What follows belongs to an exercise in optimizing a design on an open flow for small area, a short achievable clock period and few clock cycles; a production flow would make more cautious choices. The RTL was checked by simulation tests, not by an equivalence proof against the original design. Power and IR drop assume default switching activity.

==> flow/design.v, too long to show whole: its modules and the start of the top module <==
// module systolic_mm_engine: 166 lines
// module smm_fa: 10 lines
// module smm_ha: 9 lines
// module smm_gc: 8 lines
// module smm_gpc: 11 lines
// module smm_mac: 438 lines
// module smm_add40: 250 lines
module systolic_mm_engine #(
    parameter int ROWS   = 4,
    parameter int COLS   = 4,
    parameter int DATA_W = 16,
    parameter int ACC_W  = 40,
    parameter int KLEN_W = 12
) (
    input  logic                                   clk,
    input  logic                                   rst_n,
    input  logic                                   start,
    input  logic                                   acc_mode,
    input  logic [KLEN_W-1:0]                      k_len,
    input  logic                                   in_valid,
    output logic                                   in_ready,
    input  logic [ROWS*DATA_W-1:0]                 a_vec,
    input  logic [COLS*DATA_W-1:0]                 b_vec,
    output logic                                   out_valid,
    input  logic                                   out_ready,
    output logic [COLS*ACC_W-1:0]                  out_row,
    output logic [(ROWS > 1 ? $clog2(ROWS) : 1)-1:0] out_idx,
    output logic                                   busy,
    output logic                                   done
);
  // ...
==> flow/flow/run.sh <==
#!/bin/bash
set -euo pipefail
bash standard.sh SETUP_SLACK_MARGIN=7.2 "BUFFER_PORTS_ARGS=-buffer_cell sky130_fd_sc_hd__buf_2" finish > standard_flow.log 2>&1
==> flow/standard.sh <==
#!/bin/bash
# synth_recipe.tcl (not shown) runs the flow's synth.tcl, then flattens the netlist and writes it again
# the make line also repeats each setting of config.mk as NAME=value (left out here)
make -C /OpenROAD-flow-scripts/flow DESIGN_CONFIG=/design/flow/config.mk WORK_HOME=/design/flow/orfs CLKGATE_MAP_FILE= SYNTH_SCRIPT=/design/flow/synth_recipe.tcl "${@:-finish}"
==> flow/config.mk <==
export PLATFORM = sky130hd
export DESIGN_NAME = systolic_mm_engine
export DESIGN_NICKNAME = systolic_mm_engine
export VERILOG_FILES = /design/flow/design.v
export SDC_FILE = /design/flow/constraint.sdc
export NUM_CORES = 4
export LEC_CHECK = 0
export CAP_MARGIN = 35
export CORE_MARGIN = 2
export CORE_UTILIZATION = 65
export SETUP_SLACK_MARGIN = 5
export SLEW_MARGIN = 35
export SYNTH_HIERARCHICAL = 1
export SYNTH_MINIMUM_KEEP_SIZE = 0
==> flow/constraint.sdc <==
create_clock -name core_clock -period 11.0 [get_ports {clk}]
set_input_delay 2.2000 -clock core_clock [delete_from_list [all_inputs] [get_ports {clk}]]
set_output_delay 2.2000 -clock core_clock [all_outputs]
set_load 0.01 [all_outputs]
==> reports/qor.txt, run 1 <==
status -> complete, no violations
fill count -> 19800
routed len/inst -> 35.2 um
Core ar. -> 0.262 mm2
die height -> 517 um
largest family of logic cells by synthesized area -> adder cells
Least-Margin Pin Slew -> 970 ps
Buf/Inv on CP -> 1
Synth top area share -> 0.297
FF-to-FF End -> c_acc[15][21]
Final #Nets -> 16500
Total GRT Usage -> 0.451
ant diodes -> 20
Clock Power Share -> 0.118
Post-synth ARST share -> 0.0839
# DRC -> 0
DP Cell Count -> 16400
worst-path fanout max -> 1
RSZ-0062 raised after global routing -> true
Overall Power -> 60.6 mW
largest net degree at the start of global routing -> 164
most common cell after layout, fill and taps aside -> fa_1
die area -> 0.268 mm2
Post-CTS Hold Buffers -> 0
NetSw -> 25.8 mW
Compound-Gate Fraction of Synth Area -> 0.158
CP cell instances -> buf_2
Clock Sinks -> 1656
CP Data Required Time -> 8800 ps
final hold violation count -> 0
hold path cells -> 1
Setup crit end -> out_row[120]
Testbench counts, summed over its fixed seeds: cycles 6,501.
==> module systolic_mm_engine, before the edit <==
module systolic_mm_engine #(
    parameter int ROWS   = 4,
    parameter int COLS   = 4,
    parameter int DATA_W = 16,
    parameter int ACC_W  = 40,
    parameter int KLEN_W = 12
) (
    input  logic                                   clk,
    input  logic                                   rst_n,
    input  logic                                   start,
    input  logic                                   acc_mode,
    input  logic [KLEN_W-1:0]                      k_len,
    input  logic                                   in_valid,
    output logic                                   in_ready,
    input  logic [ROWS*DATA_W-1:0]                 a_vec,
    input  logic [COLS*DATA_W-1:0]                 b_vec,
    output logic                                   out_valid,
    input  logic                                   out_ready,
    output logic [COLS*ACC_W-1:0]                  out_row,
    output logic [(ROWS > 1 ? $clog2(ROWS) : 1)-1:0] out_idx,
    output logic                                   busy,
    output logic                                   done
);
    logic              busy_q, in_ready_q, out_valid_q, done_q;
    logic              f1_q, f2_q;       
    logic [1:0]        idx_q;            
    logic [3:0]        sel_s_q [COLS];   
    logic [3:0]        sel_c_q [COLS];
    logic [KLEN_W-1:0] rem_q;            
    logic              last_q;           
    logic              clr_q;            
    logic w_idle, w_start, w_take, w_load, w_fin;
    assign w_idle  = !busy_q;
    assign w_start = w_idle && start;
    assign w_take  = in_valid && in_ready_q;
    logic              more_q;           
    logic              last_row_q;       
    assign w_fin   = last_row_q && out_ready;
    assign w_load  = f2_q || (more_q && out_ready);
    always_ff @(posedge clk or negedge rst_n) begin
        if (!rst_n) begin
            busy_q      <= 1'b0;
            in_ready_q  <= 1'b0;
            out_valid_q <= 1'b0;
            done_q      <= 1'b0;
            f1_q        <= 1'b0;
            f2_q        <= 1'b0;
            idx_q       <= 2'd0;
            more_q      <= 1'b0;
            last_row_q  <= 1'b0;
            for (int c = 0; c < COLS; c++) begin
                sel_s_q[c] <= 4'b0001;
                sel_c_q[c] <= 4'b0001;
            end
        end else begin
            done_q <= w_fin;
            f2_q   <= f1_q;
            if (w_start) begin
                busy_q     <= 1'b1;
                in_ready_q <= (k_len != '0);
                f1_q       <= (k_len == '0);
            end else begin
                if (w_fin) busy_q <= 1'b0;
                if (w_take && last_q) in_ready_q <= 1'b0;
                f1_q <= w_take && last_q;
            end
            if (f2_q) out_valid_q <= 1'b1;
            else if (w_fin) out_valid_q <= 1'b0;
            if (w_load) begin
                more_q     <= f2_q || (idx_q != 2'd2);
                last_row_q <= !f2_q && (idx_q == 2'd2);
            end else if (w_fin) begin
                last_row_q <= 1'b0;
            end
            if (w_load) begin
                idx_q <= f2_q ? 2'd0 : idx_q + 2'd1;
                for (int c = 0; c < COLS; c++) begin
                    sel_s_q[c] <= {sel_s_q[c][2:0], sel_s_q[c][3]};
                    sel_c_q[c] <= {sel_c_q[c][2:0], sel_c_q[c][3]};
                end
            end
        end
    end
    always_ff @(posedge clk or negedge rst_n) begin
        if (!rst_n) clr_q <= 1'b1;
        else        clr_q <= w_start && !acc_mode;
    end
    always_ff @(posedge clk) begin
        if (w_start) begin
            rem_q  <= k_len;
            last_q <= (k_len == KLEN_W'(1));
        end else if (w_take) begin
            rem_q  <= rem_q - KLEN_W'(1);
            last_q <= (rem_q == KLEN_W'(2));
        end
    end
    logic [DATA_W-1:0] a_q [ROWS];
    logic [7:0] one_q [COLS];
    logic [7:0] two_q [COLS];
    logic [7:0] neg_q [COLS];
    always_ff @(posedge clk) begin
        for (int r = 0; r < ROWS; r++) a_q[r] <= a_vec[r*DATA_W +: DATA_W];
    end
    for (genvar c = 0; c < COLS; c++) begin : g_enc
        logic [DATA_W:0] bx;
        logic [7:0] one_d, two_d, neg_d;
        assign bx = {b_vec[c*DATA_W +: DATA_W], 1'b0};
        always_comb begin
            for (int i = 0; i < 8; i++) begin
                one_d[i] = w_take && (bx[2*i+1] ^ bx[2*i]);
                two_d[i] = w_take && ((bx[2*i+2] && !bx[2*i+1] && !bx[2*i]) ||
                                      (!bx[2*i+2] && bx[2*i+1] && bx[2*i]));
                neg_d[i] = w_take && bx[2*i+2];
            end
        end
        always_ff @(posedge clk or negedge rst_n) begin
            if (!rst_n) begin
                one_q[c] <= '0;
                two_q[c] <= '0;
                neg_q[c] <= '0;
            end else begin
                one_q[c] <= one_d;
                two_q[c] <= two_d;
                neg_q[c] <= neg_d;
            end
        end
    end
    logic [ACC_W-1:0] s_acc [ROWS][COLS];
    logic [ACC_W-1:0] c_acc [ROWS][COLS];
    for (genvar r = 0; r < ROWS; r++) begin : g_r
        for (genvar c = 0; c < COLS; c++) begin : g_c
            logic [ACC_W-1:0] s_d, c_d;
            smm_mac u_mac (
                .a(a_q[r]), .one(one_q[c]), .two(two_q[c]), .neg(neg_q[c]),
                .s_q(s_acc[r][c]), .c_q(c_acc[r][c]), .s_d(s_d), .c_d(c_d)
            );
            always_ff @(posedge clk) begin
                s_acc[r][c] <= s_d & {ACC_W{~clr_q}};
                c_acc[r][c] <= c_d & {ACC_W{~clr_q}};
            end
        end
    end
    logic [COLS*ACC_W-1:0] row_q;
    logic [COLS*ACC_W-1:0] w_row;
    for (genvar c = 0; c < COLS; c++) begin : g_drain
        logic [ACC_W-1:0] s_sel, c_sel;
        always_comb begin
            s_sel = '0;
            c_sel = '0;
            for (int r = 0; r < ROWS; r++) begin
                s_sel = s_sel | (s_acc[r][c] & {ACC_W{sel_s_q[c][r]}});
                c_sel = c_sel | (c_acc[r][c] & {ACC_W{sel_c_q[c][r]}});
            end
        end
        smm_add40 u_add (.a(s_sel), .b(c_sel), .s(w_row[c*ACC_W +: ACC_W]));
    end
    always_ff @(posedge clk) begin
        if (w_load) row_q <= w_row;
    end
    assign in_ready  = in_ready_q;
    assign out_valid = out_valid_q;
    assign out_row   = row_q;
    assign out_idx   = idx_q;
    assign busy      = busy_q;
    assign done      = done_q;
endmodule
==> module smm_mac, before the edit <==
module smm_mac (
    input  logic [15:0] a,
    input  logic [7:0]  one,
    input  logic [7:0]  two,
    input  logic [7:0]  neg,
    input  logic [39:0] s_q,
    input  logic [39:0] c_q,
    output logic [39:0] s_d,
    output logic [39:0] c_d
);
  wire [16:0] ax = {a[15], a};
  wire [16:0] a2 = {a, 1'b0};
  wire [16:0] x0 = (({17{one[0]}} & ax) | ({17{two[0]}} & a2)) ^ {17{neg[0]}};
  wire [16:0] x1 = (({17{one[1]}} & ax) | ({17{two[1]}} & a2)) ^ {17{neg[1]}};
  wire [16:0] x2 = (({17{one[2]}} & ax) | ({17{two[2]}} & a2)) ^ {17{neg[2]}};
  wire [16:0] x3 = (({17{one[3]}} & ax) | ({17{two[3]}} & a2)) ^ {17{neg[3]}};
  wire [16:0] x4 = (({17{one[4]}} & ax) | ({17{two[4]}} & a2)) ^ {17{neg[4]}};
  wire [16:0] x5 = (({17{one[5]}} & ax) | ({17{two[5]}} & a2)) ^ {17{neg[5]}};
  wire [16:0] x6 = (({17{one[6]}} & ax) | ({17{two[6]}} & a2)) ^ {17{neg[6]}};
  wire [16:0] x7 = (({17{one[7]}} & ax) | ({17{two[7]}} & a2)) ^ {17{neg[7]}};
  wire [39:0] sm = s_q;
  wire [39:0] cm = c_q;
  wire f0_0_s, f0_0_c;
  smm_fa u_f0_0 (.a(sm[0]), .b(cm[0]), .c(neg[0]), .s(f0_0_s), .co(f0_0_c));
  wire f1_1_s, f1_1_c;
  smm_fa u_f1_1 (.a(sm[1]), .b(cm[1]), .c(x0[1]), .s(f1_1_s), .co(f1_1_c));
  wire f2_2_s, f2_2_c;
  smm_fa u_f2_2 (.a(sm[2]), .b(cm[2]), .c(neg[1]), .s(f2_2_s), .co(f2_2_c));
  wire f2_3_s, f2_3_c;
  smm_fa u_f2_3 (.a(x0[2]), .b(x1[0]), .c(f2_2_s), .s(f2_3_s), .co(f2_3_c));
  wire f3_4_s, f3_4_c;
  smm_fa u_f3_4 (.a(sm[3]), .b(cm[3]), .c(x0[3]), .s(f3_4_s), .co(f3_4_c));
  wire f3_5_s, f3_5_c;
  smm_fa u_f3_5 (.a(x1[1]), .b(f2_2_c), .c(f3_4_s), .s(f3_5_s), .co(f3_5_c));
  wire f4_6_s, f4_6_c;
  smm_fa u_f4_6 (.a(sm[4]), .b(cm[4]), .c(neg[2]), .s(f4_6_s), .co(f4_6_c));
  wire f4_7_s, f4_7_c;
  smm_fa u_f4_7 (.a(x0[4]), .b(x1[2]), .c(x2[0]), .s(f4_7_s), .co(f4_7_c));
  wire f4_8_s, f4_8_c;
  smm_fa u_f4_8 (.a(f4_6_s), .b(f3_4_c), .c(f4_7_s), .s(f4_8_s), .co(f4_8_c));
  wire f5_9_s, f5_9_c;
  smm_fa u_f5_9 (.a(sm[5]), .b(cm[5]), .c(x0[5]), .s(f5_9_s), .co(f5_9_c));
  wire f5_10_s, f5_10_c;
  smm_fa u_f5_10 (.a(x1[3]), .b(x2[1]), .c(f4_6_c), .s(f5_10_s), .co(f5_10_c));
  wire f5_11_s, f5_11_c;
  smm_fa u_f5_11 (.a(f4_7_c), .b(f5_9_s), .c(f5_10_s), .s(f5_11_s), .co(f5_11_c));
  wire f6_12_s, f6_12_c;
  smm_fa u_f6_12 (.a(sm[6]), .b(cm[6]), .c(neg[3]), .s(f6_12_s), .co(f6_12_c));
  wire f6_13_s, f6_13_c;
  smm_fa u_f6_13 (.a(x0[6]), .b(x1[4]), .c(x2[2]), .s(f6_13_s), .co(f6_13_c));
  wire f6_14_s, f6_14_c;
  smm_fa u_f6_14 (.a(x3[0]), .b(f6_12_s), .c(f5_9_c), .s(f6_14_s), .co(f6_14_c));
  wire f6_15_s, f6_15_c;
  smm_fa u_f6_15 (.a(f6_13_s), .b(f5_10_c), .c(f6_14_s), .s(f6_15_s), .co(f6_15_c));
  wire f7_16_s, f7_16_c;
  smm_fa u_f7_16 (.a(sm[7]), .b(cm[7]), .c(x0[7]), .s(f7_16_s), .co(f7_16_c));
  wire f7_17_s, f7_17_c;
  smm_fa u_f7_17 (.a(x1[5]), .b(x2[3]), .c(x3[1]), .s(f7_17_s), .co(f7_17_c));
  wire f7_18_s, f7_18_c;
  smm_fa u_f7_18 (.a(f6_12_c), .b(f6_13_c), .c(f7_16_s), .s(f7_18_s), .co(f7_18_c));
  wire f7_19_s, f7_19_c;
  smm_fa u_f7_19 (.a(f7_17_s), .b(f6_14_c), .c(f7_18_s), .s(f7_19_s), .co(f7_19_c));
  wire f8_20_s, f8_20_c;
  smm_fa u_f8_20 (.a(sm[8]), .b(cm[8]), .c(neg[4]), .s(f8_20_s), .co(f8_20_c));
  wire f8_21_s, f8_21_c;
  smm_fa u_f8_21 (.a(x0[8]), .b(x1[6]), .c(x2[4]), .s(f8_21_s), .co(f8_21_c));
  wire f8_22_s, f8_22_c;
  smm_fa u_f8_22 (.a(x3[2]), .b(x4[0]), .c(f8_20_s), .s(f8_22_s), .co(f8_22_c));
  wire f8_23_s, f8_23_c;
  smm_fa u_f8_23 (.a(f7_16_c), .b(f7_17_c), .c(f8_21_s), .s(f8_23_s), .co(f8_23_c));
  wire f8_24_s, f8_24_c;
  smm_fa u_f8_24 (.a(f8_22_s), .b(f7_18_c), .c(f8_23_s), .s(f8_24_s), .co(f8_24_c));
  wire f9_25_s, f9_25_c;
  smm_fa u_f9_25 (.a(sm[9]), .b(cm[9]), .c(x0[9]), .s(f9_25_s), .co(f9_25_c));
  wire f9_26_s, f9_26_c;
  smm_fa u_f9_26 (.a(x1[7]), .b(x2[5]), .c(x3[3]), .s(f9_26_s), .co(f9_26_c));
  wire f9_27_s, f9_27_c;
  smm_fa u_f9_27 (.a(x4[1]), .b(f8_20_c), .c(f8_21_c), .s(f9_27_s), .co(f9_27_c));
  wire f9_28_s, f9_28_c;
  smm_fa u_f9_28 (.a(f9_25_s), .b(f9_26_s), .c(f8_22_c), .s(f9_28_s), .co(f9_28_c));
  wire f9_29_s, f9_29_c;
  smm_fa u_f9_29 (.a(f8_23_c), .b(f9_27_s), .c(f9_28_s), .s(f9_29_s), .co(f9_29_c));
  wire f10_30_s, f10_30_c;
  smm_fa u_f10_30 (.a(sm[10]), .b(cm[10]), .c(neg[5]), .s(f10_30_s), .co(f10_30_c));
  wire f10_31_s, f10_31_c;
  smm_fa u_f10_31 (.a(x0[10]), .b(x1[8]), .c(x2[6]), .s(f10_31_s), .co(f10_31_c));
  wire f10_32_s, f10_32_c;
  smm_fa u_f10_32 (.a(x3[4]), .b(x4[2]), .c(x5[0]), .s(f10_32_s), .co(f10_32_c));
  wire f10_33_s, f10_33_c;
  smm_fa u_f10_33 (.a(f10_30_s), .b(f9_25_c), .c(f9_26_c), .s(f10_33_s), .co(f10_33_c));
  wire f10_34_s, f10_34_c;
  smm_fa u_f10_34 (.a(f10_31_s), .b(f10_32_s), .c(f9_27_c), .s(f10_34_s), .co(f10_34_c));
  wire f10_35_s, f10_35_c;
  smm_fa u_f10_35 (.a(f10_33_s), .b(f9_28_c), .c(f10_34_s), .s(f10_35_s), .co(f10_35_c));
  wire f11_36_s, f11_36_c;
  smm_fa u_f11_36 (.a(sm[11]), .b(cm[11]), .c(x0[11]), .s(f11_36_s), .co(f11_36_c));
  wire f11_37_s, f11_37_c;
  smm_fa u_f11_37 (.a(x1[9]), .b(x2[7]), .c(x3[5]), .s(f11_37_s), .co(f11_37_c));
  wire f11_38_s, f11_38_c;
  smm_fa u_f11_38 (.a(x4[3]), .b(x5[1]), .c(f10_30_c), .s(f11_38_s), .co(f11_38_c));
  wire f11_39_s, f11_39_c;
  smm_fa u_f11_39 (.a(f10_31_c), .b(f10_32_c), .c(f11_36_s), .s(f11_39_s), .co(f11_39_c));
  wire f11_40_s, f11_40_c;
  smm_fa u_f11_40 (.a(f11_37_s), .b(f11_38_s), .c(f10_33_c), .s(f11_40_s), .co(f11_40_c));
  wire f11_41_s, f11_41_c;
  smm_fa u_f11_41 (.a(f11_39_s), .b(f10_34_c), .c(f11_40_s), .s(f11_41_s), .co(f11_41_c));
  wire f12_42_s, f12_42_c;
  smm_fa u_f12_42 (.a(sm[12]), .b(cm[12]), .c(neg[6]), .s(f12_42_s), .co(f12_42_c));
  wire f12_43_s, f12_43_c;
  smm_fa u_f12_43 (.a(x0[12]), .b(x1[10]), .c(x2[8]), .s(f12_43_s), .co(f12_43_c));
  wire f12_44_s, f12_44_c;
  smm_fa u_f12_44 (.a(x3[6]), .b(x4[4]), .c(x5[2]), .s(f12_44_s), .co(f12_44_c));
  wire f12_45_s, f12_45_c;
  smm_fa u_f12_45 (.a(x6[0]), .b(f12_42_s), .c(f11_36_c), .s(f12_45_s), .co(f12_45_c));
  wire f12_46_s, f12_46_c;
  smm_fa u_f12_46 (.a(f11_37_c), .b(f12_43_s), .c(f12_44_s), .s(f12_46_s), .co(f12_46_c));
  wire f12_47_s, f12_47_c;
  smm_fa u_f12_47 (.a(f11_38_c), .b(f11_39_c), .c(f12_45_s), .s(f12_47_s), .co(f12_47_c));
  wire f12_48_s, f12_48_c;
  smm_fa u_f12_48 (.a(f12_46_s), .b(f11_40_c), .c(f12_47_s), .s(f12_48_s), .co(f12_48_c));
  wire f13_49_s, f13_49_c;
  smm_fa u_f13_49 (.a(sm[13]), .b(cm[13]), .c(x0[13]), .s(f13_49_s), .co(f13_49_c));
  wire f13_50_s, f13_50_c;
  smm_fa u_f13_50 (.a(x1[11]), .b(x2[9]), .c(x3[7]), .s(f13_50_s), .co(f13_50_c));
  wire f13_51_s, f13_51_c;
  smm_fa u_f13_51 (.a(x4[5]), .b(x5[3]), .c(x6[1]), .s(f13_51_s), .co(f13_51_c));
  wire f13_52_s, f13_52_c;
  smm_fa u_f13_52 (.a(f12_42_c), .b(f12_43_c), .c(f12_44_c), .s(f13_52_s), .co(f13_52_c));
  wire f13_53_s, f13_53_c;
  smm_fa u_f13_53 (.a(f13_49_s), .b(f13_50_s), .c(f13_51_s), .s(f13_53_s), .co(f13_53_c));
  wire f13_54_s, f13_54_c;
  smm_fa u_f13_54 (.a(f12_45_c), .b(f12_46_c), .c(f13_52_s), .s(f13_54_s), .co(f13_54_c));
  wire f13_55_s, f13_55_c;
  smm_fa u_f13_55 (.a(f13_53_s), .b(f12_47_c), .c(f13_54_s), .s(f13_55_s), .co(f13_55_c));
  wire f14_56_s, f14_56_c;
  smm_fa u_f14_56 (.a(sm[14]), .b(cm[14]), .c(neg[7]), .s(f14_56_s), .co(f14_56_c));
  wire f14_57_s, f14_57_c;
  smm_fa u_f14_57 (.a(x0[14]), .b(x1[12]), .c(x2[10]), .s(f14_57_s), .co(f14_57_c));
  wire f14_58_s, f14_58_c;
  smm_fa u_f14_58 (.a(x3[8]), .b(x4[6]), .c(x5[4]), .s(f14_58_s), .co(f14_58_c));
  wire f14_59_s, f14_59_c;
  smm_fa u_f14_59 (.a(x6[2]), .b(x7[0]), .c(f14_56_s), .s(f14_59_s), .co(f14_59_c));
  wire f14_60_s, f14_60_c;
  smm_fa u_f14_60 (.a(f13_49_c), .b(f13_50_c), .c(f13_51_c), .s(f14_60_s), .co(f14_60_c));
  wire f14_61_s, f14_61_c;
  smm_fa u_f14_61 (.a(f14_57_s), .b(f14_58_s), .c(f14_59_s), .s(f14_61_s), .co(f14_61_c));
  wire f14_62_s, f14_62_c;
  smm_fa u_f14_62 (.a(f13_52_c), .b(f13_53_c), .c(f14_60_s), .s(f14_62_s), .co(f14_62_c));
  wire f14_63_s, f14_63_c;
  smm_fa u_f14_63 (.a(f14_61_s), .b(f13_54_c), .c(f14_62_s), .s(f14_63_s), .co(f14_63_c));
  wire f15_64_s, f15_64_c;
  smm_fa u_f15_64 (.a(sm[15]), .b(cm[15]), .c(x0[15]), .s(f15_64_s), .co(f15_64_c));
  wire f15_65_s, f15_65_c;
  smm_fa u_f15_65 (.a(x1[13]), .b(x2[11]), .c(x3[9]), .s(f15_65_s), .co(f15_65_c));
  wire f15_66_s, f15_66_c;
  smm_fa u_f15_66 (.a(x4[7]), .b(x5[5]), .c(x6[3]), .s(f15_66_s), .co(f15_66_c));
  wire f15_67_s, f15_67_c;
  smm_fa u_f15_67 (.a(x7[1]), .b(f14_56_c), .c(f14_57_c), .s(f15_67_s), .co(f15_67_c));
  wire f15_68_s, f15_68_c;
  smm_fa u_f15_68 (.a(f14_58_c), .b(f15_64_s), .c(f15_65_s), .s(f15_68_s), .co(f15_68_c));
  wire f15_69_s, f15_69_c;
  smm_fa u_f15_69 (.a(f15_66_s), .b(f14_59_c), .c(f14_60_c), .s(f15_69_s), .co(f15_69_c));
  wire f15_70_s, f15_70_c;
  smm_fa u_f15_70 (.a(f15_67_s), .b(f15_68_s), .c(f14_61_c), .s(f15_70_s), .co(f15_70_c));
  wire f15_71_s, f15_71_c;
  smm_fa u_f15_71 (.a(f14_62_c), .b(f15_69_s), .c(f15_70_s), .s(f15_71_s), .co(f15_71_c));
  wire k16_s = ~(sm[16]);
  wire f16_72_s, f16_72_c;
  smm_fa u_f16_72 (.a(cm[16]), .b(k16_s), .c(~x0[16]), .s(f16_72_s), .co(f16_72_c));
  wire f16_73_s, f16_73_c;
  smm_fa u_f16_73 (.a(x1[14]), .b(x2[12]), .c(x3[10]), .s(f16_73_s), .co(f16_73_c));
  wire f16_74_s, f16_74_c;
  smm_fa u_f16_74 (.a(x4[8]), .b(x5[6]), .c(x6[4]), .s(f16_74_s), .co(f16_74_c));
  wire f16_75_s, f16_75_c;
  smm_fa u_f16_75 (.a(x7[2]), .b(f15_64_c), .c(f15_65_c), .s(f16_75_s), .co(f16_75_c));
  wire f16_76_s, f16_76_c;
  smm_fa u_f16_76 (.a(f15_66_c), .b(f16_72_s), .c(f16_73_s), .s(f16_76_s), .co(f16_76_c));
  wire f16_77_s, f16_77_c;
  smm_fa u_f16_77 (.a(f16_74_s), .b(f15_67_c), .c(f15_68_c), .s(f16_77_s), .co(f16_77_c));
  wire f16_78_s, f16_78_c;
  smm_fa u_f16_78 (.a(f16_75_s), .b(f16_76_s), .c(f15_69_c), .s(f16_78_s), .co(f16_78_c));
  wire f16_79_s, f16_79_c;
  smm_fa u_f16_79 (.a(f16_77_s), .b(f15_70_c), .c(f16_78_s), .s(f16_79_s), .co(f16_79_c));
  wire k17_s = ~(sm[17]);
  wire f17_80_s, f17_80_c;
  smm_fa u_f17_80 (.a(cm[17]), .b(sm[16]), .c(k17_s), .s(f17_80_s), .co(f17_80_c));
  wire f17_81_s, f17_81_c;
  smm_fa u_f17_81 (.a(f17_80_s), .b(x1[15]), .c(x2[13]), .s(f17_81_s), .co(f17_81_c));
  wire f17_82_s, f17_82_c;
  smm_fa u_f17_82 (.a(x3[11]), .b(x4[9]), .c(x5[7]), .s(f17_82_s), .co(f17_82_c));
  wire f17_83_s, f17_83_c;
  smm_fa u_f17_83 (.a(x6[5]), .b(x7[3]), .c(f16_72_c), .s(f17_83_s), .co(f17_83_c));
  wire f17_84_s, f17_84_c;
  smm_fa u_f17_84 (.a(f16_73_c), .b(f16_74_c), .c(f17_81_s), .s(f17_84_s), .co(f17_84_c));
  wire f17_85_s, f17_85_c;
  smm_fa u_f17_85 (.a(f17_82_s), .b(f16_75_c), .c(f16_76_c), .s(f17_85_s), .co(f17_85_c));
  wire f17_86_s, f17_86_c;
  smm_fa u_f17_86 (.a(f17_83_s), .b(f17_84_s), .c(f16_77_c), .s(f17_86_s), .co(f17_86_c));
  wire f17_87_s, f17_87_c;
  smm_fa u_f17_87 (.a(f17_85_s), .b(f16_78_c), .c(f17_86_s), .s(f17_87_s), .co(f17_87_c));
  wire f18_88_s, f18_88_c;
  smm_fa u_f18_88 (.a(sm[18]), .b(cm[18]), .c(sm[17]), .s(f18_88_s), .co(f18_88_c));
  wire f18_89_s, f18_89_c;
  smm_fa u_f18_89 (.a(f18_88_s), .b(f17_80_c), .c(~x1[16]), .s(f18_89_s), .co(f18_89_c));
  wire f18_90_s, f18_90_c;
  smm_fa u_f18_90 (.a(x2[14]), .b(x3[12]), .c(x4[10]), .s(f18_90_s), .co(f18_90_c));
  wire f18_91_s, f18_91_c;
  smm_fa u_f18_91 (.a(x5[8]), .b(x6[6]), .c(x7[4]), .s(f18_91_s), .co(f18_91_c));
  wire f18_92_s, f18_92_c;
  smm_fa u_f18_92 (.a(f17_81_c), .b(f17_82_c), .c(f18_89_s), .s(f18_92_s), .co(f18_92_c));
  wire f18_93_s, f18_93_c;
  smm_fa u_f18_93 (.a(f18_90_s), .b(f18_91_s), .c(f17_83_c), .s(f18_93_s), .co(f18_93_c));
  wire f18_94_s, f18_94_c;
  smm_fa u_f18_94 (.a(f17_84_c), .b(f18_92_s), .c(f17_85_c), .s(f18_94_s), .co(f18_94_c));
  wire f18_95_s, f18_95_c;
  smm_fa u_f18_95 (.a(f18_93_s), .b(f17_86_c), .c(f18_94_s), .s(f18_95_s), .co(f18_95_c));
  wire k19_s = ~(sm[19]);
  wire f19_96_s, f19_96_c;
  smm_fa u_f19_96 (.a(cm[19]), .b(k19_s), .c(f18_88_c), .s(f19_96_s), .co(f19_96_c));
  wire f19_97_s, f19_97_c;
  smm_fa u_f19_97 (.a(x2[15]), .b(x3[13]), .c(x4[11]), .s(f19_97_s), .co(f19_97_c));
  wire f19_98_s, f19_98_c;
  smm_fa u_f19_98 (.a(x5[9]), .b(x6[7]), .c(x7[5]), .s(f19_98_s), .co(f19_98_c));
  wire f19_99_s, f19_99_c;
  smm_fa u_f19_99 (.a(f19_96_s), .b(f18_89_c), .c(f18_90_c), .s(f19_99_s), .co(f19_99_c));
  wire f19_100_s, f19_100_c;
  smm_fa u_f19_100 (.a(f18_91_c), .b(f19_97_s), .c(f19_98_s), .s(f19_100_s), .co(f19_100_c));
  wire f19_101_s, f19_101_c;
  smm_fa u_f19_101 (.a(f18_92_c), .b(f19_99_s), .c(f19_100_s), .s(f19_101_s), .co(f19_101_c));
  wire f19_102_s, f19_102_c;
  smm_fa u_f19_102 (.a(f18_93_c), .b(f19_101_s), .c(f18_94_c), .s(f19_102_s), .co(f19_102_c));
  wire f20_103_s, f20_103_c;
  smm_fa u_f20_103 (.a(sm[20]), .b(cm[20]), .c(sm[19]), .s(f20_103_s), .co(f20_103_c));
  wire f20_104_s, f20_104_c;
  smm_fa u_f20_104 (.a(f20_103_s), .b(~x2[16]), .c(x3[14]), .s(f20_104_s), .co(f20_104_c));
  wire f20_105_s, f20_105_c;
  smm_fa u_f20_105 (.a(x4[12]), .b(x5[10]), .c(x6[8]), .s(f20_105_s), .co(f20_105_c));
  wire f20_106_s, f20_106_c;
  smm_fa u_f20_106 (.a(x7[6]), .b(f19_96_c), .c(f19_97_c), .s(f20_106_s), .co(f20_106_c));
  wire f20_107_s, f20_107_c;
  smm_fa u_f20_107 (.a(f19_98_c), .b(f20_104_s), .c(f20_105_s), .s(f20_107_s), .co(f20_107_c));
  wire f20_108_s, f20_108_c;
  smm_fa u_f20_108 (.a(f19_99_c), .b(f19_100_c), .c(f20_106_s), .s(f20_108_s), .co(f20_108_c));
  wire f20_109_s, f20_109_c;
  smm_fa u_f20_109 (.a(f20_107_s), .b(f19_101_c), .c(f20_108_s), .s(f20_109_s), .co(f20_109_c));
  wire k21_s = ~(sm[21]);
  wire f21_110_s, f21_110_c;
  smm_fa u_f21_110 (.a(cm[21]), .b(k21_s), .c(f20_103_c), .s(f21_110_s), .co(f21_110_c));
  wire f21_111_s, f21_111_c;
  smm_fa u_f21_111 (.a(x3[15]), .b(x4[13]), .c(x5[11]), .s(f21_111_s), .co(f21_111_c));
  wire f21_112_s, f21_112_c;
  smm_fa u_f21_112 (.a(x6[9]), .b(x7[7]), .c(f21_110_s), .s(f21_112_s), .co(f21_112_c));
  wire f21_113_s, f21_113_c;
  smm_fa u_f21_113 (.a(f20_104_c), .b(f20_105_c), .c(f21_111_s), .s(f21_113_s), .co(f21_113_c));
  wire f21_114_s, f21_114_c;
  smm_fa u_f21_114 (.a(f21_112_s), .b(f20_106_c), .c(f20_107_c), .s(f21_114_s), .co(f21_114_c));
  wire f21_115_s, f21_115_c;
  smm_fa u_f21_115 (.a(f21_113_s), .b(f20_108_c), .c(f21_114_s), .s(f21_115_s), .co(f21_115_c));
  wire f22_116_s, f22_116_c;
  smm_fa u_f22_116 (.a(sm[22]), .b(cm[22]), .c(sm[21]), .s(f22_116_s), .co(f22_116_c));
  wire f22_117_s, f22_117_c;
  smm_fa u_f22_117 (.a(f22_116_s), .b(~x3[16]), .c(x4[14]), .s(f22_117_s), .co(f22_117_c));
  wire f22_118_s, f22_118_c;
  smm_fa u_f22_118 (.a(x5[12]), .b(x6[10]), .c(x7[8]), .s(f22_118_s), .co(f22_118_c));
  wire f22_119_s, f22_119_c;
  smm_fa u_f22_119 (.a(f21_110_c), .b(f21_111_c), .c(f22_117_s), .s(f22_119_s), .co(f22_119_c));
  wire f22_120_s, f22_120_c;
  smm_fa u_f22_120 (.a(f22_118_s), .b(f21_112_c), .c(f21_113_c), .s(f22_120_s), .co(f22_120_c));
  wire f22_121_s, f22_121_c;
  smm_fa u_f22_121 (.a(f22_119_s), .b(f21_114_c), .c(f22_120_s), .s(f22_121_s), .co(f22_121_c));
  wire k23_s = ~(sm[23]);
  wire f23_122_s, f23_122_c;
  smm_fa u_f23_122 (.a(cm[23]), .b(k23_s), .c(f22_116_c), .s(f23_122_s), .co(f23_122_c));
  wire f23_123_s, f23_123_c;
  smm_fa u_f23_123 (.a(x4[15]), .b(x5[13]), .c(x6[11]), .s(f23_123_s), .co(f23_123_c));
  wire f23_124_s, f23_124_c;
  smm_fa u_f23_124 (.a(x7[9]), .b(f23_122_s), .c(f22_117_c), .s(f23_124_s), .co(f23_124_c));
  wire f23_125_s, f23_125_c;
  smm_fa u_f23_125 (.a(f22_118_c), .b(f23_123_s), .c(f22_119_c), .s(f23_125_s), .co(f23_125_c));
  wire f23_126_s, f23_126_c;
  smm_fa u_f23_126 (.a(f23_124_s), .b(f22_120_c), .c(f23_125_s), .s(f23_126_s), .co(f23_126_c));
  wire f24_127_s, f24_127_c;
  smm_fa u_f24_127 (.a(sm[24]), .b(cm[24]), .c(sm[23]), .s(f24_127_s), .co(f24_127_c));
  wire f24_128_s, f24_128_c;
  smm_fa u_f24_128 (.a(f24_127_s), .b(~x4[16]), .c(x5[14]), .s(f24_128_s), .co(f24_128_c));
  wire f24_129_s, f24_129_c;
  smm_fa u_f24_129 (.a(x6[12]), .b(x7[10]), .c(f23_122_c), .s(f24_129_s), .co(f24_129_c));
  wire f24_130_s, f24_130_c;
  smm_fa u_f24_130 (.a(f23_123_c), .b(f24_128_s), .c(f24_129_s), .s(f24_130_s), .co(f24_130_c));
  wire f24_131_s, f24_131_c;
  smm_fa u_f24_131 (.a(f23_124_c), .b(f24_130_s), .c(f23_125_c), .s(f24_131_s), .co(f24_131_c));
  wire k25_s = ~(sm[25]);
  wire f25_132_s, f25_132_c;
  smm_fa u_f25_132 (.a(cm[25]), .b(k25_s), .c(f24_127_c), .s(f25_132_s), .co(f25_132_c));
  wire f25_133_s, f25_133_c;
  smm_fa u_f25_133 (.a(x5[15]), .b(x6[13]), .c(x7[11]), .s(f25_133_s), .co(f25_133_c));
  wire f25_134_s, f25_134_c;
  smm_fa u_f25_134 (.a(f25_132_s), .b(f24_128_c), .c(f24_129_c), .s(f25_134_s), .co(f25_134_c));
  wire f25_135_s, f25_135_c;
  smm_fa u_f25_135 (.a(f25_133_s), .b(f24_130_c), .c(f25_134_s), .s(f25_135_s), .co(f25_135_c));
  wire f26_136_s, f26_136_c;
  smm_fa u_f26_136 (.a(sm[26]), .b(cm[26]), .c(sm[25]), .s(f26_136_s), .co(f26_136_c));
  wire f26_137_s, f26_137_c;
  smm_fa u_f26_137 (.a(f26_136_s), .b(~x5[16]), .c(x6[14]), .s(f26_137_s), .co(f26_137_c));
  wire f26_138_s, f26_138_c;
  smm_fa u_f26_138 (.a(x7[12]), .b(f25_132_c), .c(f25_133_c), .s(f26_138_s), .co(f26_138_c));
  wire f26_139_s, f26_139_c;
  smm_fa u_f26_139 (.a(f26_137_s), .b(f25_134_c), .c(f26_138_s), .s(f26_139_s), .co(f26_139_c));
  wire k27_s = ~(sm[27]);
  wire f27_140_s, f27_140_c;
  smm_fa u_f27_140 (.a(cm[27]), .b(k27_s), .c(f26_136_c), .s(f27_140_s), .co(f27_140_c));
  wire f27_141_s, f27_141_c;
  smm_fa u_f27_141 (.a(x6[15]), .b(x7[13]), .c(f27_140_s), .s(f27_141_s), .co(f27_141_c));
  wire f27_142_s, f27_142_c;
  smm_fa u_f27_142 (.a(f26_137_c), .b(f27_141_s), .c(f26_138_c), .s(f27_142_s), .co(f27_142_c));
  wire f28_143_s, f28_143_c;
  smm_fa u_f28_143 (.a(sm[28]), .b(cm[28]), .c(sm[27]), .s(f28_143_s), .co(f28_143_c));
  wire f28_144_s, f28_144_c;
  smm_fa u_f28_144 (.a(f28_143_s), .b(~x6[16]), .c(x7[14]), .s(f28_144_s), .co(f28_144_c));
  wire f28_145_s, f28_145_c;
  smm_fa u_f28_145 (.a(f27_140_c), .b(f28_144_s), .c(f27_141_c), .s(f28_145_s), .co(f28_145_c));
  wire k29_s = ~(sm[29]);
  wire f29_146_s, f29_146_c;
  smm_fa u_f29_146 (.a(cm[29]), .b(k29_s), .c(f28_143_c), .s(f29_146_s), .co(f29_146_c));
  wire f29_147_s, f29_147_c;
  smm_fa u_f29_147 (.a(x7[15]), .b(f29_146_s), .c(f28_144_c), .s(f29_147_s), .co(f29_147_c));
  wire f30_148_s, f30_148_c;
  smm_fa u_f30_148 (.a(sm[30]), .b(cm[30]), .c(sm[29]), .s(f30_148_s), .co(f30_148_c));
  wire f30_149_s, f30_149_c;
  smm_fa u_f30_149 (.a(f30_148_s), .b(~x7[16]), .c(f29_146_c), .s(f30_149_s), .co(f30_149_c));
  wire k31_s = ~(sm[31]);
  wire f31_150_s, f31_150_c;
  smm_fa u_f31_150 (.a(cm[31]), .b(k31_s), .c(f30_148_c), .s(f31_150_s), .co(f31_150_c));
  wire k32_s = ~(sm[32]);
  wire f32_151_s, f32_151_c;
  smm_fa u_f32_151 (.a(cm[32]), .b(sm[31]), .c(k32_s), .s(f32_151_s), .co(f32_151_c));
  wire k33_s = ~(sm[33]);
  wire f33_152_s, f33_152_c;
  smm_fa u_f33_152 (.a(cm[33]), .b(sm[32]), .c(k33_s), .s(f33_152_s), .co(f33_152_c));
  wire k34_s = ~(sm[34]);
  wire f34_153_s, f34_153_c;
  smm_fa u_f34_153 (.a(cm[34]), .b(sm[33]), .c(k34_s), .s(f34_153_s), .co(f34_153_c));
  wire k35_s = ~(sm[35]);
  wire f35_154_s, f35_154_c;
  smm_fa u_f35_154 (.a(cm[35]), .b(sm[34]), .c(k35_s), .s(f35_154_s), .co(f35_154_c));
  wire k36_s = ~(sm[36]);
  wire f36_155_s, f36_155_c;
  smm_fa u_f36_155 (.a(cm[36]), .b(sm[35]), .c(k36_s), .s(f36_155_s), .co(f36_155_c));
  wire k37_s = ~(sm[37]);
  wire f37_156_s, f37_156_c;
  smm_fa u_f37_156 (.a(cm[37]), .b(sm[36]), .c(k37_s), .s(f37_156_s), .co(f37_156_c));
  wire k38_s = ~(sm[38]);
  wire f38_157_s, f38_157_c;
  smm_fa u_f38_157 (.a(cm[38]), .b(sm[37]), .c(k38_s), .s(f38_157_s), .co(f38_157_c));
  wire k39_s = ~(sm[39]);
  wire f39_158_s, f39_158_c;
  smm_fa u_f39_158 (.a(cm[39]), .b(sm[38]), .c(k39_s), .s(f39_158_s), .co(f39_158_c));
  assign s_d[0] = x0[0];
  assign c_d[0] = f0_0_s;
  assign s_d[1] = f0_0_c;
  assign c_d[1] = f1_1_s;
  assign s_d[2] = f1_1_c;
  assign c_d[2] = f2_3_s;
  assign s_d[3] = f2_3_c;
  assign c_d[3] = f3_5_s;
  assign s_d[4] = f3_5_c;
  assign c_d[4] = f4_8_s;
  assign s_d[5] = f4_8_c;
  assign c_d[5] = f5_11_s;
  assign s_d[6] = f5_11_c;
  assign c_d[6] = f6_15_s;
  assign s_d[7] = f6_15_c;
  assign c_d[7] = f7_19_s;
  assign s_d[8] = f7_19_c;
  assign c_d[8] = f8_24_s;
  assign s_d[9] = f8_24_c;
  assign c_d[9] = f9_29_s;
  assign s_d[10] = f9_29_c;
  assign c_d[10] = f10_35_s;
  assign s_d[11] = f10_35_c;
  assign c_d[11] = f11_41_s;
  assign s_d[12] = f11_41_c;
  assign c_d[12] = f12_48_s;
  assign s_d[13] = f12_48_c;
  assign c_d[13] = f13_55_s;
  assign s_d[14] = f13_55_c;
  assign c_d[14] = f14_63_s;
  assign s_d[15] = f14_63_c;
  assign c_d[15] = f15_71_s;
  assign s_d[16] = f15_71_c;
  assign c_d[16] = f16_79_s;
  assign s_d[17] = f16_79_c;
  assign c_d[17] = f17_87_s;
  assign s_d[18] = f17_87_c;
  assign c_d[18] = f18_95_s;
  assign s_d[19] = f18_95_c;
  assign c_d[19] = f19_102_s;
  assign s_d[20] = f19_102_c;
  assign c_d[20] = f20_109_s;
  assign s_d[21] = f20_109_c;
  assign c_d[21] = f21_115_s;
  assign s_d[22] = f21_115_c;
  assign c_d[22] = f22_121_s;
  assign s_d[23] = f22_121_c;
  assign c_d[23] = f23_126_s;
  assign s_d[24] = f23_126_c;
  assign c_d[24] = f24_131_s;
  assign s_d[25] = f24_131_c;
  assign c_d[25] = f25_135_s;
  assign s_d[26] = f25_135_c;
  assign c_d[26] = f26_139_s;
  assign s_d[27] = f26_139_c;
  assign c_d[27] = f27_142_s;
  assign s_d[28] = f27_142_c;
  assign c_d[28] = f28_145_s;
  assign s_d[29] = f28_145_c;
  assign c_d[29] = f29_147_s;
  assign s_d[30] = f29_147_c;
  assign c_d[30] = f30_149_s;
  assign s_d[31] = f30_149_c;
  assign c_d[31] = f31_150_s;
  assign s_d[32] = f31_150_c;
  assign c_d[32] = f32_151_s;
  assign s_d[33] = f32_151_c;
  assign c_d[33] = f33_152_s;
  assign s_d[34] = f33_152_c;
  assign c_d[34] = f34_153_s;
  assign s_d[35] = f34_153_c;
  assign c_d[35] = f35_154_s;
  assign s_d[36] = f35_154_c;
  assign c_d[36] = f36_155_s;
  assign s_d[37] = f36_155_c;
  assign c_d[37] = f37_156_s;
  assign s_d[38] = f37_156_c;
  assign c_d[38] = f38_157_s;
  assign s_d[39] = f38_157_c;
  assign c_d[39] = f39_158_s;
endmodule
==> run 2, diff against run 1 <==
--- a/flow/design.v
+++ b/flow/design.v
@@ -24,20 +24,27 @@
 );
     logic              busy_q, in_ready_q, out_valid_q, done_q;
     logic              f1_q, f2_q;       
+    logic              drn_q;            
     logic [1:0]        idx_q;            
+    logic [1:0]        rsel_q;           
     logic [3:0]        sel_s_q [COLS];   
     logic [3:0]        sel_c_q [COLS];
     logic [KLEN_W-1:0] rem_q;            
     logic              last_q;           
     logic              clr_q;            
-    logic w_idle, w_start, w_take, w_load, w_fin;
+    logic w_idle, w_start, w_take, w_hs, w_fin, w_drn, w_valid;
+    logic [1:0] w_idx, w_rsel;
     assign w_idle  = !busy_q;
     assign w_start = w_idle && start;
     assign w_take  = in_valid && in_ready_q;
-    logic              more_q;           
-    logic              last_row_q;       
-    assign w_fin   = last_row_q && out_ready;
-    assign w_load  = f2_q || (more_q && out_ready);
+    assign w_hs    = out_valid_q && out_ready;
+    assign w_fin   = w_hs && (idx_q == 2'd3);
+    always_comb begin
+        w_idx   = f2_q ? 2'd0 : idx_q + {1'b0, w_hs};
+        w_drn   = f2_q || (drn_q && !w_fin);
+        w_valid = w_drn && (rsel_q == w_idx);
+        w_rsel  = w_valid ? w_idx + 2'd1 : w_idx;
+    end
     always_ff @(posedge clk or negedge rst_n) begin
         if (!rst_n) begin
             busy_q      <= 1'b0;
@@ -46,9 +53,9 @@
             done_q      <= 1'b0;
             f1_q        <= 1'b0;
             f2_q        <= 1'b0;
+            drn_q       <= 1'b0;
             idx_q       <= 2'd0;
-            more_q      <= 1'b0;
-            last_row_q  <= 1'b0;
+            rsel_q      <= 2'd0;
             for (int c = 0; c < COLS; c++) begin
                 sel_s_q[c] <= 4'b0001;
                 sel_c_q[c] <= 4'b0001;
@@ -65,20 +72,13 @@
                 if (w_take && last_q) in_ready_q <= 1'b0;
                 f1_q <= w_take && last_q;
             end
-            if (f2_q) out_valid_q <= 1'b1;
-            else if (w_fin) out_valid_q <= 1'b0;
-            if (w_load) begin
-                more_q     <= f2_q || (idx_q != 2'd2);
-                last_row_q <= !f2_q && (idx_q == 2'd2);
-            end else if (w_fin) begin
-                last_row_q <= 1'b0;
-            end
-            if (w_load) begin
-                idx_q <= f2_q ? 2'd0 : idx_q + 2'd1;
-                for (int c = 0; c < COLS; c++) begin
-                    sel_s_q[c] <= {sel_s_q[c][2:0], sel_s_q[c][3]};
-                    sel_c_q[c] <= {sel_c_q[c][2:0], sel_c_q[c][3]};
-                end
+            drn_q       <= w_drn;
+            out_valid_q <= w_valid;
+            idx_q       <= w_idx;
+            rsel_q      <= w_rsel;
+            for (int c = 0; c < COLS; c++) begin
+                sel_s_q[c] <= 4'b0001 << w_rsel;
+                sel_c_q[c] <= 4'b0001 << w_rsel;
             end
         end
     end
@@ -95,34 +95,18 @@
             last_q <= (rem_q == KLEN_W'(2));
         end
     end
-    logic [DATA_W-1:0] a_q [ROWS];
-    logic [7:0] one_q [COLS];
-    logic [7:0] two_q [COLS];
-    logic [7:0] neg_q [COLS];
-    always_ff @(posedge clk) begin
-        for (int r = 0; r < ROWS; r++) a_q[r] <= a_vec[r*DATA_W +: DATA_W];
-    end
+    logic [7:0] one_d [COLS];
+    logic [7:0] two_d [COLS];
+    logic [7:0] neg_d [COLS];
     for (genvar c = 0; c < COLS; c++) begin : g_enc
         logic [DATA_W:0] bx;
-        logic [7:0] one_d, two_d, neg_d;
         assign bx = {b_vec[c*DATA_W +: DATA_W], 1'b0};
         always_comb begin
             for (int i = 0; i < 8; i++) begin
-                one_d[i] = w_take && (bx[2*i+1] ^ bx[2*i]);
-                two_d[i] = w_take && ((bx[2*i+2] && !bx[2*i+1] && !bx[2*i]) ||
-                                      (!bx[2*i+2] && bx[2*i+1] && bx[2*i]));
-                neg_d[i] = w_take && bx[2*i+2];
-            end
-        end
-        always_ff @(posedge clk or negedge rst_n) begin
-            if (!rst_n) begin
-                one_q[c] <= '0;
-                two_q[c] <= '0;
-                neg_q[c] <= '0;
-            end else begin
-                one_q[c] <= one_d;
-                two_q[c] <= two_d;
-                neg_q[c] <= neg_d;
+                one_d[c][i] = w_take && (bx[2*i+1] ^ bx[2*i]);
+                two_d[c][i] = w_take && ((bx[2*i+2] && !bx[2*i+1] && !bx[2*i]) ||
+                                         (!bx[2*i+2] && bx[2*i+1] && bx[2*i]));
+                neg_d[c][i] = w_take && bx[2*i+2];
             end
         end
     end
@@ -132,7 +116,8 @@
         for (genvar c = 0; c < COLS; c++) begin : g_c
             logic [ACC_W-1:0] s_d, c_d;
             smm_mac u_mac (
-                .a(a_q[r]), .one(one_q[c]), .two(two_q[c]), .neg(neg_q[c]),
+                .clk(clk), .a_d(a_vec[r*DATA_W +: DATA_W]),
+                .one_d(one_d[c]), .two_d(two_d[c]), .neg_d(neg_d[c]),
                 .s_q(s_acc[r][c]), .c_q(c_acc[r][c]), .s_d(s_d), .c_d(c_d)
             );
             always_ff @(posedge clk) begin
@@ -156,7 +141,7 @@
         smm_add40 u_add (.a(s_sel), .b(c_sel), .s(w_row[c*ACC_W +: ACC_W]));
     end
     always_ff @(posedge clk) begin
-        if (w_load) row_q <= w_row;
+        row_q <= w_row;
     end
     assign in_ready  = in_ready_q;
     assign out_valid = out_valid_q;
@@ -204,15 +189,24 @@
     assign p = ph & pl;
 endmodule
 module smm_mac (
-    input  logic [15:0] a,
-    input  logic [7:0]  one,
-    input  logic [7:0]  two,
-    input  logic [7:0]  neg,
+    input  logic        clk,
+    input  logic [15:0] a_d,
+    input  logic [7:0]  one_d,
+    input  logic [7:0]  two_d,
+    input  logic [7:0]  neg_d,
     input  logic [39:0] s_q,
     input  logic [39:0] c_q,
     output logic [39:0] s_d,
     output logic [39:0] c_d
 );
+  logic [15:0] a;
+  logic [7:0]  one, two, neg;
+  always_ff @(posedge clk) begin
+    a   <= a_d;
+    one <= one_d;
+    two <= two_d;
+    neg <= neg_d;
+  end
   wire [16:0] ax = {a[15], a};
   wire [16:0] a2 = {a, 1'b0};
   wire [16:0] x0 = (({17{one[0]}} & ax) | ({17{two[0]}} & a2)) ^ {17{neg[0]}};
==> reports/qor.txt, run 2 <==
Core ar. -> 0.273 mm2 (+4.1%)
worst skew pair latency -> 940 ps
Yosys reg bits -> 2109
Starting Density -> 0.652
NetSw -> 26.3 mW (+1.9%)
most frequent cells in the layout -> fa_1 (2544), xnor2_1 (2083), dfxtp_1 (1752), a22oi_1 (1728), nor2b_1 (1285)
CP cell instances -> buf_6
initial antenna violation count -> 65
synth warn -> 22
Post-synth ARST share -> 0.00759 (-0.0764)
register area share after synthesis -> 0.239
largest net degree at the start of global routing -> 199 (+21%)
Final #Nets -> 16600 (+0.37%)
most common cell after layout, fill and taps aside -> fa_1
worst hold slack -> 362 ps
headroom to the max-slew limit -> 0.291
Placer Congestion -> 0.988
hold path cells -> 0 (-1)
Synth top area share -> 0.286 (-0.0111)
Worst setup SP type -> flop
num ports -> 312
largest area contributor in the netlist -> fa_1
Chip Width -> 527 um
setup TNS -> 0 ps
CP Data Required Time -> 8800 ps (about the same)
top flop regs -> c_acc x640, s_acc x640, g_r.g_c.u_mac.a x256
top cells by count, synth -> fa_1 (2544), xnor2_1 (2083), dfxtp_1 (2080)
ys flop type -> dfxtp_1
max-slew violation total from the final report -> 0
Crit. End Element -> output pin
Num CTS Buffers -> 236
Worst path depth -> 1
Root Buffer -> clkbuf_16
Mapped Cells -> 15500
Buf/Inv on CP -> 1 (unchanged)
total wire length -> 535000 um
RSZ-0062 raised after global routing -> true
Sw Ratio -> 0.429
Slowest cell on crit path -> dfxtp_4
critical path's top delay family -> flip-flops
post-route cell area -> 0.175 mm2
fmax -> 0.261 GHz
worst-path fanout max -> 1 (unchanged)
die height -> 527 um (+1.9%)
Via Count -> 113000
Synth area leaders -> fa_1 (29%), dfxtp_1 (23%), xnor2_1 (10%)
Clock Sinks -> 2109 (+27%)
Peak VDD IR -> 0.000188 V
status -> complete, no violations
Register-to-Register Setup Slack -> 7210 ps
PwrDens -> 350 mW/mm2
fraction of layout cells with a size suffix above 1 -> 0.163
clk buf depth -> 4
Logic pwr share -> 0.616
period utilization -> 0.348
Post-CTS Hold Buffers -> 0 (unchanged)
Static Leak -> 71.1 nW
R2R cell count -> 8
Avg Inst Size Synth -> 11.5 um2
DP Cell Count -> 17000 (+3.8%)
Max stage delay on crit path -> 520 ps
most frequent cell after synthesis -> fa_1
Cell Rows -> 192
Netlist Area Pre-Place -> 0.178 mm2
final hold violation count -> 0 (unchanged)
Overall Power -> 61.3 mW (+1.2%)
Setup Slack @ Placement -> 6270 ps
DP HPWL -> 388000 um
post-layout min period -> 3830 ps
Least-Margin Pin Slew -> 1060 ps (+93.5 ps)
number of global-route vias before repair -> 119000
first-pass GRT wire length -> 799000 um
Reg power frac -> 0.244
DR pass1 iterations -> 6
final core utilization -> 0.642
# DRC -> 0 (unchanged)
gr ovfl total -> 0
Min-Delay Path Class -> flop to flop
max-cap violations -> 0
Clock Power Share -> 0.140 (+0.022)
CTS tree -> done
H-Tree Depth -> 4
DRT iter0 DRCs -> 11200
Distinct cells, synth -> 48
antenna-violating nets left -> 0
routed len/inst -> 30.4 um (-14%)
Crit Path Category -> flop to output pin
clk slew on worst S/H paths -> 70 ps
placed cell area -> 0.165 mm2
Total GRT Usage -> 0.385 (-0.0660)
die area -> 0.278 mm2 (+3.8%)
total internal power -> 35.0 mW
area grow syn2layout -> -1.57%
Mapped Nets -> 18400
DR vias/cell -> 6.40
Post-synth EDFFs -> 13
Port Buffers -> 311
Final Worst Setup Slack -> 7170 ps
Crit path arrival time -> 1630 ps
clock skew -> 44.4 ps
final setup fails -> 0
fin cells -> 17600
-- run 2: power groups by stage --
stage          logic, mW  registers [mW]  clock network [mW]
2_1_floorplan       42.5            13.3                   0
3_3_place_gp        36.0            15.1                   0
5_1_grt             43.1            15.3                8.96
6_report            37.8            15.0                8.58
4_1_cts             37.8            14.9                8.67
3_5_place_dp        36.8            15.1                   0
-- run 2: path summary, 6_finish.rpt --
path / endpoint / start
max: out_row[159] / row_q[159]
min: f2_q / f1_q
max reg2reg: c_acc[3][17] / g_r[0].g_c[3].u_mac.a[4]
min reg2reg: f2_q / f1_q
max in group asynchronous: sel_c_q[3][0] / rst_n
min in group asynchronous: in_ready_q / rst_n
-- run 2: kinds of logic (layout without fill, tap and decap cells) --
kind of cell	count (synthesis)	in the layout	share of synthesized area
fa+ha+maj	2707	2707	0.298
mux	1	1	0.0000563
compound gates	3129	3129	0.152
other cells	0	94	0
simple gates	2209	2209	0.0691
buf+inv	3005	1379	0.126
xor+xnor	2372	2372	0.117
flops	2109	2109	0.239
-- run 2: layer usage --
metal / part of all wire / global-route usage / vias up
li1: - / - / 46400
met1: 0.40 / 0.518 / 58400
met2: 0.44 / 0.571 / 6402
met3: 0.10 / 0.110 / 1347
met4: 0.054 / 0.194 / 42
met5: 0.00047 / 0.00364 / -
-- run 2: area by class of cell --
type | instances | area, um2
sequential | 2109 | 42900
inverter | 277 | 1040
timing repair buffer | 664 | 4810
clock inverter | 132 | 1680
fill | 21300 | 97800
multi-input combinational | 10400 | 113000
antenna | 94 | 235
clock buffer | 306 | 6660
tap | 3589 | 4490
-- run 2: what timing repair did --
action / 4_1_cts / 5_1_grt
pin swaps: 2 / 1
resized for setup: 239 / 104
setup endpoints to repair: 250 / 111
cloned: 3 / 3
setup buffers: 18 / 4
endpoints found under the hold margin: 0 / 0
-- run 2: per-module statistics from Yosys, one instance, submodules excluded --
| module | copies in the design | flops+latches | area, um2 | cells inside |
|---|---|---|---|---|
| smm_ha | 160 | 0 | 12.5 | 1 |
| smm_gc | 152 | 0 | 7.51 | 1 |
| smm_mac | 16 | 40 | 4540 | 480 |
| systolic_mm_engine | 1 | 1469 | 46700 | 4372 |
| smm_fa | 2544 | 0 | 20.0 | 1 |
| smm_gpc | 232 | 0 | 13.8 | 2 |
| smm_add40 | 4 | 0 | 349 | 40 |
Testbench counts of run 2, summed over its fixed seeds: cycles 6,501.
==> run 3, diff against run 2 <==
--- a/flow/design.v
+++ b/flow/design.v
@@ -29,8 +29,10 @@
     logic [1:0]        rsel_q;           
     logic [3:0]        sel_s_q [COLS];   
     logic [3:0]        sel_c_q [COLS];
-    logic [KLEN_W-1:0] rem_q;            
-    logic              last_q;           
+    logic [KLEN_W-1:0] cnt_q;            
+    logic              take_q;           
+    logic [KLEN_W-1:0] w_rem;            
+    logic              w_last;           
     logic              clr_q;            
     logic w_idle, w_start, w_take, w_hs, w_fin, w_drn, w_valid;
     logic [1:0] w_idx, w_rsel;
@@ -39,6 +41,8 @@
     assign w_take  = in_valid && in_ready_q;
     assign w_hs    = out_valid_q && out_ready;
     assign w_fin   = w_hs && (idx_q == 2'd3);
+    assign w_rem   = cnt_q - {{(KLEN_W-1){1'b0}}, take_q};
+    assign w_last  = (w_rem == KLEN_W'(1));
     always_comb begin
         w_idx   = f2_q ? 2'd0 : idx_q + {1'b0, w_hs};
         w_drn   = f2_q || (drn_q && !w_fin);
@@ -51,6 +55,7 @@
             in_ready_q  <= 1'b0;
             out_valid_q <= 1'b0;
             done_q      <= 1'b0;
+            take_q      <= 1'b0;
             f1_q        <= 1'b0;
             f2_q        <= 1'b0;
             drn_q       <= 1'b0;
@@ -62,6 +67,7 @@
             end
         end else begin
             done_q <= w_fin;
+            take_q <= w_take;
             f2_q   <= f1_q;
             if (w_start) begin
                 busy_q     <= 1'b1;
@@ -69,8 +75,8 @@
                 f1_q       <= (k_len == '0);
             end else begin
                 if (w_fin) busy_q <= 1'b0;
-                if (w_take && last_q) in_ready_q <= 1'b0;
-                f1_q <= w_take && last_q;
+                if (w_take && w_last) in_ready_q <= 1'b0;
+                f1_q <= w_take && w_last;
             end
             drn_q       <= w_drn;
             out_valid_q <= w_valid;
@@ -87,13 +93,7 @@
         else        clr_q <= w_start && !acc_mode;
     end
     always_ff @(posedge clk) begin
-        if (w_start) begin
-            rem_q  <= k_len;
-            last_q <= (k_len == KLEN_W'(1));
-        end else if (w_take) begin
-            rem_q  <= rem_q - KLEN_W'(1);
-            last_q <= (rem_q == KLEN_W'(2));
-        end
+        cnt_q <= w_start ? k_len : w_rem;
     end
     logic [7:0] one_d [COLS];
     logic [7:0] two_d [COLS];
==> flow/flow/run.sh (replaced) <==
#!/bin/bash
set -euo pipefail
bash standard.sh SETUP_SLACK_MARGIN=7.4 "BUFFER_PORTS_ARGS=-buffer_cell sky130_fd_sc_hd__buf_2" finish > standard_flow.log 2>&1
==> reports/qor.txt, run 3 <==
period utilization -> 0.353 (+0.00483)
Netlist Area Pre-Place -> 0.178 mm2 (-0.14%)
Least-Margin Pin Slew -> 988 ps (-75.4 ps)
Yosys reg bits -> 2109 (unchanged)
Total GRT Usage -> 0.402 (+0.0169)
Num CTS Buffers -> 240 (+1.7%)
Crit Path Category -> flop to output pin
Avg Inst Size Synth -> 11.5 um2 (about the same)
Post-synth ARST share -> 0.00806 (+0.000474)
Placer Congestion -> 0.998 (+0.99%)
synth warn -> 22 (unchanged)
Buf/Inv on CP -> 2 (+1)
Peak VDD IR -> 0.000238 V (+27%)
Synth area leaders -> fa_1 (29%), dfxtp_1 (24%), xnor2_1 (10%)
FF-to-FF End -> row_q[118]
register area share after synthesis -> 0.238 (-0.000367)
Final #Nets -> 16600 (+0.34%)
worst r2r src -> sel_c_q[3][2]
PwrDens -> 409 mW/mm2 (+17%)
hold path cells -> 2 (+2)
Reg power frac -> 0.225 (-0.019)
area grow syn2layout -> 0.336%
die height -> 527 um (about the same)
Crit path arrival time -> 1690 ps (+60 ps)
post-layout min period -> 3890 ps (+53.2 ps)
worst-path fanout max -> 2 (+1)
status -> complete, no violations
R2R cell count -> 13 (+5)
routed len/inst -> 31.7 um (+4.1%)
DRT iter0 DRCs -> 12400 (+11%)
clk buf depth -> 4 (unchanged)
Static Leak -> 69.6 nW (-2.1%)
Cell Rows -> 191 (-0.52%)
Distinct cells, synth -> 46 (-4.2%)
# DRC -> 0 (unchanged)
Core ar. -> 0.271 mm2 (-0.61%)
number of global-route vias before repair -> 120000 (+0.63%)
final core utilization -> 0.657 (+0.0155)
clock skew -> 40.9 ps (-3.42 ps)
placed cell area -> 0.165 mm2 (about the same)
top flop regs -> c_acc x640, s_acc x640, g_r.g_c.u_mac.a x256
CP Data Required Time -> 8800 ps (about the same)
post-route cell area -> 0.178 mm2 (+1.8%)
Chip Width -> 527 um (about the same)
most frequent cells in the layout -> fa_1 (2544), xnor2_1 (2076), a22oi_1 (1714), dfxtp_1 (1610), nor2b_1 (1285)
gr ovfl total -> 0 (unchanged)
Logic pwr share -> 0.653 (+0.037)
Min-Delay Path Class -> flop to flop
setup TNS -> 0 ps (unchanged)
max-cap violations -> 0 (unchanged)
min-delay src -> cnt_q[6]
Clock Power Share -> 0.122 (-0.018)
total wire length -> 559000 um (+4.5%)
Mapped Cells -> 15500 (-0.16%)
Mapped Nets -> 18400 (-0.13%)
most common cell after layout, fill and taps aside -> fa_1
Hold Path End -> cnt_q[6]
fraction of layout cells with a size suffix above 1 -> 0.180 (+0.0177)
Port Buffers -> 311 (unchanged)
worst skew pair latency -> 970 ps (+30 ps)
largest net degree at the start of global routing -> 200 (+0.50%)
ys flop type -> dfxtp_1
DR pass1 iterations -> 8 (+2)
largest area contributor in the netlist -> fa_1
Register-to-Register Setup Slack -> 7300 ps (+90 ps)
Worst setup SP type -> flop
total internal power -> 41.0 mW (+17%)
H-Tree Depth -> 4 (unchanged)
Post-CTS Hold Buffers -> 0 (unchanged)
Max stage delay on crit path -> 480 ps (-40 ps)
Root Buffer -> clkbuf_16
most frequent cell after synthesis -> fa_1
Crit. End Element -> output pin
headroom to the max-slew limit -> 0.341 (+0.0502)
initial antenna violation count -> 74 (+14%)
Post-synth EDFFs -> 0 (-13)
num ports -> 312 (unchanged)
critical path's top delay family -> flip-flops
DR vias/cell -> 6.47 (+1.0%)
Starting Density -> 0.655 (+0.00306)
die area -> 0.278 mm2 (-0.14%)
Clock Sinks -> 2109 (unchanged)
final setup fails -> 0 (unchanged)
top cells by count, synth -> fa_1 (2544), dfxtp_1 (2092), xnor2_1 (2080)
RSZ-0062 raised after global routing -> true
clk slew on worst S/H paths -> 70 ps (about the same)
fmax -> 0.257 GHz (-1.4%)
CTS tree -> done
CP cell instances -> buf_8 -> buf_6
max-slew violation total from the final report -> 0 (unchanged)
final hold violation count -> 0 (unchanged)
fill count -> 20800 (-2.6%)
DP HPWL -> 402000 um (+3.6%)
antenna-violating nets left -> 0 (unchanged)
first-pass GRT wire length -> 826000 um (+3.3%)
Sw Ratio -> 0.438 (+0.00891)
Overall Power -> 72.9 mW (+19%)
NetSw -> 31.9 mW (+21%)
Via Count -> 114000 (+1.4%)
Synth top area share -> 0.287 (+0.000405)
Slowest cell on crit path -> dfrtp_4
[run 3: kinds of logic (layout without fill, tap and decap cells)]
family                     after synthesis  count (layout)  synth area share
AOI/OAI and AO/OA                     3122            3123             0.152
buffers and inverters                 3001            1458             0.126
adders and majority gates             2708            2708             0.298
xor gates and xnor gates              2372            2372             0.117
and+or+nand+nor                       2194            2194            0.0687
DFF                                   2109            2109             0.238
muxes                                    1               1         0.0000563
other                                    0             121                 0
[run 3: metrics by stage]
step	worst slack, ps	cells	hold WS [ps]
2_1_floorplan	7410	15500	331
3_3_place_gp	6150	17000	472
3_5_place_dp	6130	17000	470
4_1_cts	7090	17500	482
5_1_grt	7090	17600	492
6_report	7110	17700	485
[run 3: worst max path at each step]
stage / start / end / cells past startpoint
CTS: in_ready_q / in_ready / 2
detailed placement: sel_c_q[3][0] / row_q[118] / 12
floorplan: out_ready / sel_c_q[3][2] / 6
global route: in_ready_q / in_ready / 2
global placement: sel_c_q[3][3] / row_q[74] / 13
finish: in_ready_q / in_ready / 2
[run 3: power by group through the flow]
stage	sequential [mW]	combinational [mW]	clock [mW]
floorplan	14.1	52.7	0
global placement	16.4	44.5	0
detailed placement	16.4	45.7	0
CTS	16.4	47.3	8.94
global route	16.7	54.3	9.25
finish	16.4	47.6	8.86
[run 3: worst reg2reg max path, cell delays in order (launching register included)]
cell     delay [ps]
dfrtp_4         520
buf_4           200
buf_16          200
buf_16          450
a22oi_1         180
nand2_1         100
ha_1            350
a21o_1          210
a21o_1          260
a21o_1          320
a21o_1          230
a21o_4          240
a21o_1          190
xor2_1          160
[run 3: modules after synthesis, one instance, submodules excluded]
module,flops+latches,cell area (um2),cells,times used
smm_add40,0,349,40,4
smm_fa,0,20.0,1,2544
smm_gc,0,7.51,1,152
smm_gpc,0,13.8,2,232
smm_ha,0,12.5,1,160
smm_mac,40,4540,480,16
systolic_mm_engine,1469,46400,4347,1
[run 3: metal layers]
metal	wire length, um	vias up	track usage
met5	274	-	0
met4	37700	22	0.243
met3	59400	1545	0.114
met2	246000	6864	0.591
met1	216000	59300	0.529
li1	-	46500	-
[run 3: final cells by class]
type / count / area, um2 / area share
diodes: 121 / 303 / 0.00170
multi-input cells: 10400 / 113000 / 0.636
flip-flops and latches: 2109 / 43700 / 0.245
inverters: 278 / 1040 / 0.00585
clock inverters: 140 / 2000 / 0.0112
repair buffers: 735 / 6660 / 0.0373
clock buffers: 305 / 6700 / 0.0376
well taps: 3570 / 4470 / 0.0251
[run 3: timing repair]
action                     in CTS  in global routing
setup endpoints to repair     464                273
pin swaps                       2                  7
cloned                          6                 10
resized for setup             686                338
setup buffers                  20                 52
Testbench counts of run 3, summed over its fixed seeds: cycles 6,501.

-- port drivers added, routing unchanged --
The results above use ideal ports. As a check the final layouts listed here were re-extracted and re-timed, cells and wires unchanged.
Step 1 sets driving cells, clkbuf_16 on the clock port and buf_2 on the other inputs (assumed; they add their load-dependent delay and slew).
Step 2 times the ports against the registers' clock, not the clock port: input delays grow and output delays shrink by t, the midpoint of the rising clock arrivals with the driver on.
a / b / c = ideal / step 1 / step 2; a / b = the first two.
run	t, ns	setup slack, ns	latest minus earliest clock arrival (ns)
run 1	1.017	6.837 / 6.730 / 6.352	0.056 / 0.056
run 2	1.033	7.168 / 7.052 / 6.380	0.046 / 0.046
run 3	1.066	7.115 / 7.003 / 6.464	0.044 / 0.043
After both steps every run listed still meets setup and hold. For run 2, which loses most, drivers alone change the setup slack by -0.116 ns; drivers and shift together by -0.788 ns.
